This design comes from an exercise in tuning for small area on the open sky130 flow, not from production work.
The RTL was checked by simulation tests, not by an equivalence proof against the original design.
Power and IR drop assume default switching activity.

==> config.mk <==
export PLATFORM = sky130hd
export DESIGN_NAME = blram_dp_top
export DESIGN_NICKNAME = blram_dp_top
export VERILOG_FILES = /design/flow/design.v
export SDC_FILE = /design/flow/constraint.sdc
export NUM_CORES = 4
export LEC_CHECK = 0
export CAP_MARGIN = 40
export CORE_MARGIN = 2
export CORE_UTILIZATION = 35
export PLACE_DENSITY = 0.5
export SLEW_MARGIN = 40
==> constraint.sdc <==
create_clock -name core_clock -period 4.5 [get_ports {clk}]
set_input_delay 0.9000 -clock core_clock [delete_from_list [all_inputs] [get_ports {clk}]]
set_output_delay 0.9000 -clock core_clock [all_outputs]
set_load 0.01 [all_outputs]
==> design.v <==
module blram_dp #(
    parameter int DW           = 16,
    parameter int AW           = 8,
    parameter int DEPTH        = 2**AW,
    parameter int OUT_REG      = 0,
    parameter int WR_MODE      = 0,
    parameter int CLEAR_ON_RST = 1
) (
    input  logic          clk,
    input  logic          rst,
    output logic          init_busy,
    input  logic          a_en,
    input  logic          a_we,
    input  logic [AW-1:0] a_addr,
    input  logic [DW-1:0] a_din,
    output logic [DW-1:0] a_dout,
    input  logic          b_en,
    input  logic          b_we,
    input  logic [AW-1:0] b_addr,
    input  logic [DW-1:0] b_din,
    output logic [DW-1:0] b_dout,
    output logic          collision
);
    localparam logic ST_CLEAR = 1'b0;
    localparam logic ST_RUN   = 1'b1;
    localparam logic          RST_STATE = (CLEAR_ON_RST != 0) ? ST_CLEAR : ST_RUN;
    localparam logic          RST_BUSY  = (CLEAR_ON_RST != 0);
    localparam logic [AW-1:0] LAST_ADDR = AW'(DEPTH - 1);
    logic [DW-1:0] mem [DEPTH];
    logic          state_q, state_d;
    logic [AW-1:0] clr_cnt_q, clr_cnt_d;
    logic          init_busy_q, init_busy_d;
    logic          coll_q, coll_d;
    logic [DW-1:0] a_s1_q, a_s1_d, a_s2_q, a_s2_d;
    logic [DW-1:0] b_s1_q, b_s1_d, b_s2_q, b_s2_d;
    logic          a_v_q, a_v_d, b_v_q, b_v_d;
    logic          run, clearing;
    logic          a_ok, b_ok, same_addr;
    logic          a_wr, b_wr, b_wr_eff;
    logic [DW-1:0] a_rd, b_rd, b_new;
    logic          mem_a_we;
    logic [AW-1:0] mem_a_addr;
    logic [DW-1:0] mem_a_data;
    assign run      = (state_q == ST_RUN);
    assign clearing = (state_q == ST_CLEAR);
    always_comb begin
        a_ok      = ({1'b0, a_addr} < (AW+1)'(DEPTH));
        b_ok      = ({1'b0, b_addr} < (AW+1)'(DEPTH));
        same_addr = (a_addr == b_addr);
        a_rd      = a_ok ? mem[a_addr] : '0;
        b_rd      = b_ok ? mem[b_addr] : '0;
        a_wr      = run && a_en && a_we && a_ok;
        b_wr      = run && b_en && b_we && b_ok;
        b_wr_eff  = b_wr && !(a_wr && same_addr);
        b_new     = (a_wr && same_addr) ? a_din : b_din;
        coll_d    = a_wr && b_wr && same_addr;
    end
    always_comb begin
        mem_a_we   = a_wr;
        mem_a_addr = a_addr;
        mem_a_data = a_din;
        if (clearing) begin
            mem_a_we   = 1'b1;
            mem_a_addr = clr_cnt_q;
            mem_a_data = '0;
        end
    end
    always_ff @(posedge clk) begin
        if (mem_a_we) begin
            mem[mem_a_addr] <= mem_a_data;
        end
        if (b_wr_eff) begin
            mem[b_addr] <= b_din;
        end
    end
    always_comb begin
        state_d     = state_q;
        clr_cnt_d   = clr_cnt_q;
        init_busy_d = init_busy_q;
        if (clearing) begin
            if (clr_cnt_q == LAST_ADDR) begin
                state_d     = ST_RUN;
                init_busy_d = 1'b0;
                clr_cnt_d   = '0;
            end else begin
                clr_cnt_d = clr_cnt_q + AW'(1);
            end
        end
    end
    always_comb begin
        a_s1_d = a_s1_q;
        b_s1_d = b_s1_q;
        a_v_d  = run && a_en;
        b_v_d  = run && b_en;
        if (run && a_en) begin
            if (a_we && (WR_MODE != 0)) begin
                a_s1_d = a_ok ? a_din : '0;
            end else begin
                a_s1_d = a_rd;
            end
        end
        if (run && b_en) begin
            if (b_we && (WR_MODE != 0)) begin
                b_s1_d = b_ok ? b_new : '0;
            end else begin
                b_s1_d = b_rd;
            end
        end
        a_s2_d = a_v_q ? a_s1_q : a_s2_q;
        b_s2_d = b_v_q ? b_s1_q : b_s2_q;
    end
    always_ff @(posedge clk or posedge rst) begin
        if (rst) begin
            state_q     <= RST_STATE;
            clr_cnt_q   <= '0;
            init_busy_q <= RST_BUSY;
            coll_q      <= 1'b0;
            a_s1_q      <= '0;
            a_s2_q      <= '0;
            b_s1_q      <= '0;
            b_s2_q      <= '0;
            a_v_q       <= 1'b0;
            b_v_q       <= 1'b0;
        end else begin
            state_q     <= state_d;
            clr_cnt_q   <= clr_cnt_d;
            init_busy_q <= init_busy_d;
            coll_q      <= coll_d;
            a_s1_q      <= a_s1_d;
            a_s2_q      <= a_s2_d;
            b_s1_q      <= b_s1_d;
            b_s2_q      <= b_s2_d;
            a_v_q       <= a_v_d;
            b_v_q       <= b_v_d;
        end
    end
    assign init_busy = init_busy_q;
    assign collision = coll_q;
    assign a_dout    = (OUT_REG != 0) ? a_s2_q : a_s1_q;
    assign b_dout    = (OUT_REG != 0) ? b_s2_q : b_s1_q;
endmodule
module blram_dp_top (
    input  logic        clk,
    input  logic        rst,
    output logic        init_busy,
    input  logic        a_en,
    input  logic        a_we,
    input  logic [6:0]  a_addr,
    input  logic [15:0] a_din,
    output logic [15:0] a_dout,
    input  logic        b_en,
    input  logic        b_we,
    input  logic [6:0]  b_addr,
    input  logic [15:0] b_din,
    output logic [15:0] b_dout,
    output logic        collision
);
    blram_dp #(
        .DW          (16),
        .AW          (7),
        .DEPTH       (128),
        .OUT_REG     (1),
        .WR_MODE     (1),
        .CLEAR_ON_RST(1)
    ) u_ram (
        .clk      (clk),
        .rst      (rst),
        .init_busy(init_busy),
        .a_en     (a_en),
        .a_we     (a_we),
        .a_addr   (a_addr),
        .a_din    (a_din),
        .a_dout   (a_dout),
        .b_en     (b_en),
        .b_we     (b_we),
        .b_addr   (b_addr),
        .b_din    (b_din),
        .b_dout   (b_dout),
        .collision(collision)
    );
endmodule
==> run.sh <==
#!/bin/bash
# synth_recipe.tcl (not shown) runs the flow's synth.tcl, then flattens the netlist and writes it again
# the make line also repeats each setting of config.mk as NAME=value (left out here)
make -C /OpenROAD-flow-scripts/flow DESIGN_CONFIG=/design/flow/config.mk WORK_HOME=/design/flow/orfs CLKGATE_MAP_FILE= SYNTH_SCRIPT=/design/flow/synth_recipe.tcl finish
==> qor.csv <==
stage,metric,value,unit
global_route,largest net degree at the start of global routing,129,
floorplan,I/O Pins,86,
placement,RePlAce Congestion,1.04,
placement,Port Buf Inserts,85,
cts,post-CTS sizing,0,
cells_and_area,final core occ,42.2,%
yosys,top post-synthesis cells by count,"nand2_1, o21ai_0, edfxtp_1",
setup_path,WP data required,5.29,ns
yosys,number of synthesized flops with an enable pin,2048,
status,run status,"complete, no violations",
sta,Hold Slack,0.335,ns
cells_and_area,layout cell share with drive strength beyond 1,20.7,%
global_route,vias in the first global route,98400,
global_route,initial antenna violation count,87,
sta,Worst slew margin,30.7,%
floorplan,die area,344000,µm²
cts,postcts setup bufs,0,
sta,Worst-Margin Slew,1.04,ns
setup_path,worst endpoint data arrival time,4.99,ns
cells_and_area,Area growth syn-to-layout,19.9,%
routing,routed length per instance,42.1,µm
cts,Post-CTS Hold Buffers,0,
pwr,leakage power,0.0429,µW
job,Max-Cap Viols,0,
cts,TritonCTS buffer count,262,
cells_and_area,area of the multi-input gates,51600,µm²
routing,final wirelength,680,mm
setup_path,Worst setup SP type,input pin,
routing,antenna-violating nets left,0,
yosys,share of the synthesized area in the top cell type,51.8,%
yosys,Synth Flop Type,edfxtp_1,
cells_and_area,final net count,11500,
setup_path,reg2reg path depth,7,
cts,H-tree levels,5,
cts,"Reg clk slew, reported paths",0.06,ns
yosys,#FFs+latches synth,2124,
pwr,Power Density,333,nW/µm²
sta,min cycle time layout,4.20,ns
sta,RSZ-0062 raised after global routing,no,
yosys,Yosys top cell by area,edfxtp_1,
floorplan,row cnt,213,
setup_path,Crit Path Class,in2reg,
cts,Worst-Skew Late Latency,0.95,ns
yosys,top post-synthesis cells by area,"edfxtp_1, o21ai_0, nand2_1",
sta,Clock Skew,0.0394,ns
cts,CTS tree,yes,
floorplan,Core Area,337000,µm²
setup_path,CP Capture Type,flop,
placement,dpl hpwl,463,mm
cts,CTS root buf,clkbuf_16,
cts,# clock sinks,2124,
routing,vias per cell,6.74,
hold_path,worst hold path class,in2async,
routing,# DRC,0,
routing,initial drt markers,19900,
floorplan,die span in y,586,µm
yosys,mapped cell area,119000,µm²
sta,Final Hold Viols,0,
global_route,first-pass GRT wire length,899,mm
setup_path,crit-path max FO,16,
yosys,most instantiated library cell after synthesis,nand2_1,
global_route,gr usage total,38.5,%
cts,maximum buffer depth of the clock tree,4,
sta,Setup TNS,0,ns
sta,Final Max Slew Viols,0,
yosys,Yosys Warn Count,1,
cells_and_area,Fill cells,31500,
pwr,Max rail drop VDD,0.261,mV
routing,First-pass DRT Iterations,9,
yosys,"Seq/Total Area, Yosys",53.4,%
sta,Tcrit/Tclk final,93.3,%
floorplan,die width,586,µm
sta,Final Setup Violations,0,
yosys,Mapped Avg Cell Area,10.5,µm²
floorplan,Initial Util,35.2,%
global_route,GR Overflow Total,0,
routing,routed vias,109000,
yosys,syn_nets,11300,
cells_and_area,register area,63400,µm²
yosys,share of flip-flops with an asynchronous set or reset,3.58,%
yosys,Synth Instances,11300,
yosys,Synth cell types,84,
sta,fmax,238,MHz
==> critical path, cell delays in order <==
cell and delay (ns):
buf_4 0.21, buf_4 0.33, nor3b_4 0.13, buf_12 0.23, buf_12 0.23, buf_12 0.16, a22o_1 0.17, a221oi_1 0.21
nand3_1 0.20, o211ai_1 0.84, o21ai_1 0.53, buf_4 0.31, a311o_1 0.44
==> metrics by stage <==
step / total power [µW] / instances / instance area, µm² / setup WS (ns)
finish: 47400 / 16200 / 142000 / 0.302
global route: 48000 / 16100 / 142000 / 0.554
CTS: 47100 / 16100 / 142000 / 0.761
detailed placement: 26200 / 15700 / 134000 / -0.212
global placement: 26200 / 15600 / 133000 / -0.510
floorplan: 23600 / 11300 / 119000 / 0.464
==> layer usage <==
metal | share of wire (%) | up-vias | global-route usage, %
li1 | - | 43300 | -
met2 | 41 | 9076 | 54.6
met4 | 7.8 | 38 | 25.2
met3 | 14 | 1740 | 12.5
met5 | 0.048 | - | 0
met1 | 37 | 54800 | 50.1
==> state kept, by name, summed over array words and instances (netlist names) <==
| register | cells |
|---|---|
| u_ram.a_s1_q | 16 |
| u_ram.a_s2_q | 16 |
| u_ram.a_v_q | 1 |
| u_ram.b_s1_q | 16 |
| u_ram.b_s2_q | 16 |
| u_ram.b_v_q | 1 |
| u_ram.clr_cnt_q | 7 |
| u_ram.coll_q | 1 |
| u_ram.init_busy_q | 1 |
| u_ram.mem | 2048 |
| u_ram.state_q | 1 |
==> cells by family (layout without fill, tap and decap cells) <==
| kind of cell | count (synthesis) | in the layout | share of synthesized area [%] |
|---|---|---|---|
| flops | 2124 | 2124 | 53.4 |
| mux | 900 | 900 | 11.2 |
| buf+inv | 1413 | 1750 | 4.87 |
| compound gates | 3943 | 3943 | 20.4 |
| other cells | 0 | 49 | 0 |
| fa+ha+maj | 1 | 1 | 0.0105 |
| simple gates | 2868 | 2868 | 10.0 |
| xor+xnor | 18 | 18 | 0.133 |
==> cells in the final DEF (no fill, tap or decap), types with 49 or more instances in the layout <==
cell type	n
a21oi_1	197
a221oi_1	186
a22o_1	167
a22oi_1	542
a31oi_1	106
buf_12	266
buf_4	922
clkbuf_16	270
clkdlybuf4s50_1	60
clkinv_2	51
dfrtp_1	74
diode_2	49
edfxtp_1	2048
mux2_2	108
mux2i_1	465
mux4_2	327
nand2_1	2244
nor2_1	142
nor3_1	58
nor4_2	135
o21ai_0	2129
o21bai_2	113
o221ai_1	75
o22ai_1	142
==> where the power goes <==
part	leakage [µW]	total, µW	internal [µW]	switching [µW]
Clock	0.00406	21300	12100	9270
Combinational	0.0236	4690	1380	3300
Sequential	0.0152	21300	21300	0
==> area by class of cell <==
class / instances / share of cell area [%]
multi-input cells: 7730 / 36.2
well taps: 4515 / 3.97
inverters: 16 / 0.0510
clock inverters: 143 / 0.906
flip-flops and latches: 2124 / 44.5
diodes: 49 / 0.0862
clock buffers: 315 / 4.88
repair buffers: 1276 / 9.32
==> final timing paths <==
path | start | to | slack [ns]
max reg2reg | u_ram.state_q | u_ram.mem[94][9] | 0.68
min | rst | u_ram.a_s2_q[12] | 0.33
min reg2reg | u_ram.a_s2_q[13] | u_ram.a_s2_q[13] | 0.50
max in group asynchronous | rst | u_ram.init_busy_q | 3.33
max | b_addr[2] | u_ram.b_s1_q[2] | 0.30
min in group core_clock | b_din[12] | u_ram.mem[75][12] | 0.42

re-timing with driven ports:
Ports are ideal in the flow. The routed layout listed here was re-timed in OpenROAD. Step 1: set_driving_cell puts a clkbuf_16 on clk and a buf_2 on each other input, an assumption about the parent block. Step 2 moves the port delays by t, midway between the first and last clock arrival at a register: inputs arrive t later, outputs are due t later. That takes back most of the time a late clock gives input paths. Three values: ideal, step 1, step 2; two values: the first two.
t, ns: 1.043
setup slack, ns: 0.302 / 0.261 / -0.782
worst setup path at the end: input to register
latest minus earliest clock arrival (ns): 0.046 / 0.046
worst data-port slew with drivers (ns): 0.20
Met with ideal ports but missed after step 2: setup timing in this run. The setup slack of this run moves by -0.041 ns with the drivers and by -1.084 ns with both steps.
